What follows belongs to an exercise in optimizing a design on an open flow for small area and a short achievable clock period; a production flow would make more cautious choices. The RTL was checked by simulation tests, not by an equivalence proof against the original design. The flow treats the clock pin as an ideal source, which a real chip does not have. Power figures rest on the tool's default switching activity, not on a simulated workload.

## P
==> flow/design.v (excerpt) <==
module life #(
    parameter int unsigned X         = 16,
    parameter int unsigned Y         = 16,
    parameter int unsigned LOG2X     = 4,
    parameter int unsigned LOG2Y     = 4,
    parameter int unsigned HIGH_BITS = 10
) (
    input  logic             clk,
    input  logic             reset,
    input  logic [life_pkg::KEY_W-1:0] keys,
    output logic [Y-1:0]     row,
    output logic [X-1:0]     col
);
    life_pkg::key_e       key_c;
    life_pkg::key_e       key_q;      
    logic                 sweep;      
    logic                 swap;       
    logic                 inst;       
    logic [3:0]           inst_n;     
    logic [7:0]           k;          
    logic [LOG2X-1:0]     cx;         
    logic [LOG2Y-1:0]     cd;         
    logic                 run_mode;
    logic [HIGH_BITS-1:0] prescaler;
    logic                 scan_on;    
    logic             idle_c;
    logic             start_c;
    logic             edit_c;
    logic [X-1:0]     disp_row;
    assign key_c   = life_pkg::key_e'(keys);
    assign idle_c  = !sweep && !swap;
    assign start_c = idle_c && ((key_c == life_pkg::KEY_NEXT) || (run_mode && (&prescaler)));
    assign edit_c  = idle_c && (key_c != life_pkg::KEY_NEXT) && (key_c != life_pkg::KEY_RUN);
    always_ff @(posedge clk or negedge reset) begin
        if (!reset) begin
            sweep <= 1'b0;
            swap  <= 1'b0;
            inst  <= 1'b0;
        end else begin
            swap  <= sweep && (&k);
            sweep <= start_c || (sweep && !(&k));
            inst  <= swap || (inst && !(&inst_n));
        end
    end
    always_ff @(posedge clk) begin
        k      <= sweep ? k + 1'b1 : 8'd0;
        inst_n <= inst ? inst_n + 1'b1 : 4'd0;
    end
    always_ff @(posedge clk or negedge reset) begin
        if (!reset) begin
            key_q <= life_pkg::KEY_NONE;
  ...
Size: roughly 1500 cells after synthesis, ~19000 um2 of cells after synthesis.
==> module life_data, before the edit <==
module life_data (
    input  logic        clk,
    input  logic        reset,
    input  logic        inst,       
    input  logic [2:0]  pair,       
    input  logic        flip_en,
    input  logic [3:0]  flip_d,     
    input  logic [3:0]  flip_x,
    output logic [15:0] disp_row    
);
    logic [15:0][15:0] brd;   
    logic [15:0][15:0] chg;   
    logic [15:0]       chg_in;      
    logic [3:0]        sa, sm, sb;
    logic [3:0]        sa_q, sm_q, sb_q;   
    logic [2:0]        pair_q;             
    logic [1:0]        new_cells;
    logic [15:0]       col_sel;
    always_comb begin
        logic [7:0] ca, cm, cb;
        for (int j = 0; j < 4; j++) begin
            for (int q = 0; q < 8; q++) begin
                ca[q] = brd[15][(2 * q + j + 15) % 16];
                cm[q] = brd[0][(2 * q + j + 15) % 16];
                cb[q] = brd[1][(2 * q + j + 15) % 16];
            end
            sa[j] = ca[pair];
            sm[j] = cm[pair];
            sb[j] = cb[pair];
        end
    end
    assign new_cells = life_pkg::life_strip(sa_q, sm_q, sb_q);
    always_comb begin
        for (int j = 0; j < 16; j++) begin
            chg_in[j] = (pair_q == 3'(j / 2)) ? new_cells[j % 2] ^ sm_q[j % 2 + 1] : chg[15][j];
        end
    end
    assign col_sel  = flip_en ? (16'b1 << flip_x) : 16'b0;
    assign disp_row = brd[15];
    always_ff @(posedge clk or negedge reset) begin
        if (!reset) begin
            brd <= '0;
        end else begin
            for (int i = 0; i < 15; i++) begin
                brd[i] <= brd[i + 1] ^ ((flip_d == 4'(i + 1)) ? col_sel : 16'b0);
            end
            brd[15] <= brd[0] ^ (inst ? chg[0] : 16'b0) ^ ((flip_d == 4'd0) ? col_sel : 16'b0);
        end
    end
    always_ff @(posedge clk) begin
        sa_q    <= sa;
        sm_q    <= sm;
        sb_q    <= sb;
        pair_q  <= pair;
        chg[15] <= chg[0];
        chg[14] <= chg_in;
        for (int i = 0; i < 14; i++) begin
            chg[i] <= chg[i + 1];
        end
    end
endmodule
==> module life, before the edit <==
module life #(
    parameter int unsigned X         = 16,
    parameter int unsigned Y         = 16,
    parameter int unsigned LOG2X     = 4,
    parameter int unsigned LOG2Y     = 4,
    parameter int unsigned HIGH_BITS = 10
) (
    input  logic             clk,
    input  logic             reset,
    input  logic [life_pkg::KEY_W-1:0] keys,
    output logic [Y-1:0]     row,
    output logic [X-1:0]     col
);
    life_pkg::key_e       key_c;
    life_pkg::key_e       key_q;      
    logic                 sweep;      
    logic                 swap;       
    logic                 inst;       
    logic [3:0]           inst_n;     
    logic [7:0]           k;          
    logic [LOG2X-1:0]     cx;         
    logic [LOG2Y-1:0]     cd;         
    logic                 run_mode;
    logic [HIGH_BITS-1:0] prescaler;
    logic                 scan_on;    
    logic             idle_c;
    logic             start_c;
    logic             edit_c;
    logic [X-1:0]     disp_row;
    assign key_c   = life_pkg::key_e'(keys);
    assign idle_c  = !sweep && !swap;
    assign start_c = idle_c && ((key_c == life_pkg::KEY_NEXT) || (run_mode && (&prescaler)));
    assign edit_c  = idle_c && (key_c != life_pkg::KEY_NEXT) && (key_c != life_pkg::KEY_RUN);
    always_ff @(posedge clk or negedge reset) begin
        if (!reset) begin
            sweep <= 1'b0;
            swap  <= 1'b0;
            inst  <= 1'b0;
        end else begin
            swap  <= sweep && (&k);
            sweep <= start_c || (sweep && !(&k));
            inst  <= swap || (inst && !(&inst_n));
        end
    end
    always_ff @(posedge clk) begin
        k      <= sweep ? k + 1'b1 : 8'd0;
        inst_n <= inst ? inst_n + 1'b1 : 4'd0;
    end
    always_ff @(posedge clk or negedge reset) begin
        if (!reset) begin
            key_q <= life_pkg::KEY_NONE;
            cx    <= '0;
            cd    <= '0;
        end else begin
            key_q <= edit_c ? key_c : life_pkg::KEY_NONE;
            cd    <= cd - 1'b1;
            case (key_q)
                life_pkg::KEY_UP:    cd <= cd - 2'd2;
                life_pkg::KEY_DOWN:  cd <= cd;
                life_pkg::KEY_LEFT:  cx <= cx - 1'b1;
                life_pkg::KEY_RIGHT: cx <= cx + 1'b1;
                default: ;
            endcase
        end
    end
    always_ff @(posedge clk or negedge reset) begin
        if (!reset) begin
            prescaler <= '0;
            run_mode  <= 1'b0;
        end else begin
            prescaler <= prescaler + 1'b1;
            if (key_c == life_pkg::KEY_RUN) begin
                run_mode <= ~run_mode;
            end
        end
    end
    always_ff @(posedge clk or negedge reset) begin
        if (!reset) begin
            scan_on <= 1'b0;
            row     <= '0;
        end else begin
            scan_on <= 1'b1;
            row     <= {row[Y-2:0], row[Y-1] | !scan_on};
        end
    end
    assign col = disp_row;
    life_data l_data (
        .clk      (clk),
        .reset    (reset),
        .inst     (inst),
        .pair     (k[6:4]),
        .flip_en  (key_q == life_pkg::KEY_FLIP),
        .flip_d   (cd),
        .flip_x   (cx),
        .disp_row (disp_row)
    );
endmodule
Settings: LEC_CHECK=0, CAP_MARGIN=40, CORE_MARGIN=2, CORE_UTILIZATION=40, CTS_CLUSTER_DIAMETER=100, CTS_CLUSTER_SIZE=25, SLEW_MARGIN=40; clock period 9.0 ns.
standard.sh (not shown) runs the stock make flow with config.mk's settings and CLKGATE_MAP_FILE= SYNTH_SCRIPT=/design/flow/synth_recipe.tcl, a recipe that flattens the netlist after the stock synthesis.
==> flow/flow/run.sh <==
#!/bin/bash
# Standard layout with the port buffers a buf_2 and a tighter setup margin for repair,
# and the clock tree's root buffer removed after clock tree synthesis.
set -euo pipefail
ARGS=(SETUP_SLACK_MARGIN=6 "BUFFER_PORTS_ARGS=-buffer_cell sky130_fd_sc_hd__buf_2")
bash standard.sh "${ARGS[@]}" cts > flow_to_cts.log 2>&1
UNROOT_ODB=orfs/results/sky130hd/life/base/4_cts.odb openroad -no_init -exit flow/unroot.tcl > unroot.log 2>&1
bash standard.sh "${ARGS[@]}" finish > flow_to_finish.log 2>&1
==> flow/flow/unroot.tcl <==
# Remove the clock tree's root buffer: the clock port then drives the tree's first-level
# buffers (two) directly, one buffer less on every register's clock path.
set odb_file $::env(UNROOT_ODB)
read_db $odb_file
set block [ord::get_db_block]
set clk_net [$block findNet clk]
set root ""
foreach iterm [$clk_net getITerms] {
    if {[$iterm isInputSignal]} {
        set root [$iterm getInst]
    }
}
if {$root == "" || [llength [$clk_net getITerms]] != 1} {
    puts "unroot: clock port does not drive a single root buffer; layout left as it is"
    exit 0
}
set out_net [[$root findITerm X] getNet]
set loads [$out_net getITerms]
puts "unroot: root [$root getName] drives [expr {[llength $loads] - 1}] buffers"
if {[llength $loads] - 1 > 4} {
    puts "unroot: too many first-level buffers; layout left as it is"
    exit 0
}
foreach iterm $loads {
    if {[$iterm getInst] != $root} {
        $iterm disconnect
        $iterm connect $clk_net
    }
}
[$root findITerm A] disconnect
[$root findITerm X] disconnect
odb::dbInst_destroy $root
odb::dbNet_destroy $out_net
write_db $odb_file
puts "unroot: done"
Inputs modified between P and Q:
==> flow/design.v, changed modules only <==
module life_data (
    input  logic        clk,
    input  logic        reset,
    input  logic        swap,       
    input  logic        swap_q,     
    input  logic [2:0]  pair,       
    input  logic        flip_en,
    input  logic [3:0]  flip_d,     
    input  logic [3:0]  flip_x,
    output logic [15:0] disp_row    
);
    logic [15:0][15:0] brd;   
    logic [15:0][15:0] chg;   
    logic [15:0]       chg_in;      
    logic [3:0]        sa, sm, sb;
    logic [1:0]        new_cells;
    logic [1:0]        chg_q;       
    logic [2:0]        pair_q;      
    logic [15:0]       col_sel;
    always_comb begin
        logic [7:0] ca, cm, cb;
        for (int j = 0; j < 4; j++) begin
            for (int q = 0; q < 8; q++) begin
                ca[q] = brd[15][(2 * q + j + 15) % 16];
                cm[q] = brd[0][(2 * q + j + 15) % 16];
                cb[q] = brd[1][(2 * q + j + 15) % 16];
            end
            sa[j] = ca[pair];
            sm[j] = cm[pair];
            sb[j] = cb[pair];
        end
    end
    assign new_cells = life_pkg::life_strip(sa, sm, sb);
    always_comb begin
        for (int j = 0; j < 16; j++) begin
            chg_in[j] = (pair_q == 3'(j / 2)) ? chg_q[j % 2] : chg[15][j];
        end
    end
    assign col_sel  = flip_en ? (16'b1 << flip_x) : 16'b0;
    assign disp_row = brd[15];
    always_ff @(posedge clk or negedge reset) begin
        if (!reset) begin
            brd <= '0;
        end else begin
            for (int i = 0; i < 16; i++) begin
                logic        load;
                logic [15:0] change;
                load   = (i < 14 && swap) || (i == 14 && (swap || swap_q));
                change = (i == 14) ? chg_in : chg[(i + 1) % 16];
                brd[i] <= brd[(i + 1) % 16]
                        ^ ((load ? change : 16'b0)
                           | ((flip_d == 4'((i + 1) % 16)) ? col_sel : 16'b0));
            end
        end
    end
    always_ff @(posedge clk) begin
        chg_q   <= new_cells ^ sm[2:1];
        pair_q  <= pair;
        chg[15] <= chg[0];
        chg[14] <= chg_in;
        for (int i = 0; i < 14; i++) begin
            chg[i] <= chg[i + 1];
        end
    end
endmodule
module life #(
    parameter int unsigned X         = 16,
    parameter int unsigned Y         = 16,
    parameter int unsigned LOG2X     = 4,
    parameter int unsigned LOG2Y     = 4,
    parameter int unsigned HIGH_BITS = 10
) (
    input  logic             clk,
    input  logic             reset,
    input  logic [life_pkg::KEY_W-1:0] keys,
    output logic [Y-1:0]     row,
    output logic [X-1:0]     col
);
    life_pkg::key_e       key_c;
    life_pkg::key_e       key_q;      
    logic                 sweep;      
    logic                 swap;       
    logic                 swap_q;     
    logic [7:0]           k;          
    logic [LOG2X-1:0]     cx;         
    logic [LOG2Y-1:0]     cd;         
    logic                 run_mode;
    logic [HIGH_BITS-1:0] prescaler;
    logic                 scan_on;    
    logic             idle_c;
    logic             start_c;
    logic             edit_c;
    logic [X-1:0]     disp_row;
    assign key_c   = life_pkg::key_e'(keys);
    assign idle_c  = !sweep && !swap;
    assign start_c = idle_c && ((key_c == life_pkg::KEY_NEXT) || (run_mode && (&prescaler)));
    assign edit_c  = idle_c && (key_c != life_pkg::KEY_NEXT) && (key_c != life_pkg::KEY_RUN);
    always_ff @(posedge clk or negedge reset) begin
        if (!reset) begin
            sweep  <= 1'b0;
            swap   <= 1'b0;
            swap_q <= 1'b0;
        end else begin
            swap_q <= swap;
            swap   <= sweep && (&k);
            sweep <= start_c || (sweep && !(&k));
        end
    end
    always_ff @(posedge clk) begin
        k <= sweep ? k + 1'b1 : 8'd0;
    end
    always_ff @(posedge clk or negedge reset) begin
        if (!reset) begin
            key_q <= life_pkg::KEY_NONE;
            cx    <= '0;
            cd    <= '0;
        end else begin
            key_q <= edit_c ? key_c : life_pkg::KEY_NONE;
            cd    <= cd - 1'b1;
            case (key_q)
                life_pkg::KEY_UP:    cd <= cd - 2'd2;
                life_pkg::KEY_DOWN:  cd <= cd;
                life_pkg::KEY_LEFT:  cx <= cx - 1'b1;
                life_pkg::KEY_RIGHT: cx <= cx + 1'b1;
                default: ;
            endcase
        end
    end
    always_ff @(posedge clk or negedge reset) begin
        if (!reset) begin
            prescaler <= '0;
            run_mode  <= 1'b0;
        end else begin
            prescaler <= prescaler + 1'b1;
            if (key_c == life_pkg::KEY_RUN) begin
                run_mode <= ~run_mode;
            end
        end
    end
    always_ff @(posedge clk or negedge reset) begin
        if (!reset) begin
            scan_on <= 1'b0;
            row     <= '0;
        end else begin
            scan_on <= 1'b1;
            row     <= {row[Y-2:0], row[Y-1] | !scan_on};
        end
    end
    assign col = disp_row;
    life_data l_data (
        .clk      (clk),
        .reset    (reset),
        .swap     (swap),
        .swap_q   (swap_q),
        .pair     (k[6:4]),
        .flip_en  (key_q == life_pkg::KEY_FLIP),
        .flip_d   (cd),
        .flip_x   (cx),
        .disp_row (disp_row)
    );
endmodule
## What came out
Q vs. P: number of sequential storage elements down about 2.4%, final period utilization grew by 2.0 points. The lower register area share after synthesis came out of Q. The run showing the smaller sequential standard cell area is Q. Compared with P, Q shows a higher number of non-filler instances in the completed layout. Relative to P, the final cell area reported for Q is higher. Q vs. P: internal power consumption went down; via total after detailed routing now sits higher; setup slack saw a decrease; power saw an increase.

-- separate check: timing with driven ports --
The results above use ideal ports. As a check the final layouts listed here were re-extracted and re-timed, cells and wires unchanged. Step 1 assumes that a clkbuf_16 drives the clock port and a buf_2 every other input. Step 2 adds t to the input delays and takes it off the output delays; t is the mean of the earliest and latest rising clock arrival at the registers after step 1. Input paths then give back, and output paths get back, about the clock's delay inside the block. a / b / c = ideal / step 1 / step 2; a / b = the first two.
run	t (ns)	setup WS [ns]	worst setup path at the end	latest minus earliest clock arrival (ns)	worst data-port slew with drivers (ns)
P	0.500	6.139 / 6.072 / 6.018	input, reset recovery	0.029 / 0.029	0.06
Q	0.511	5.962 / 5.962 / 5.811	input, reset recovery	0.030 / 0.030	0.05
After both steps setup and hold are still met in every run listed. The setup slack of Q, which loses most, moves by 0.000 ns with the drivers and by -0.151 ns with both steps. The worst setup slack also covers recovery checks on asynchronous resets.
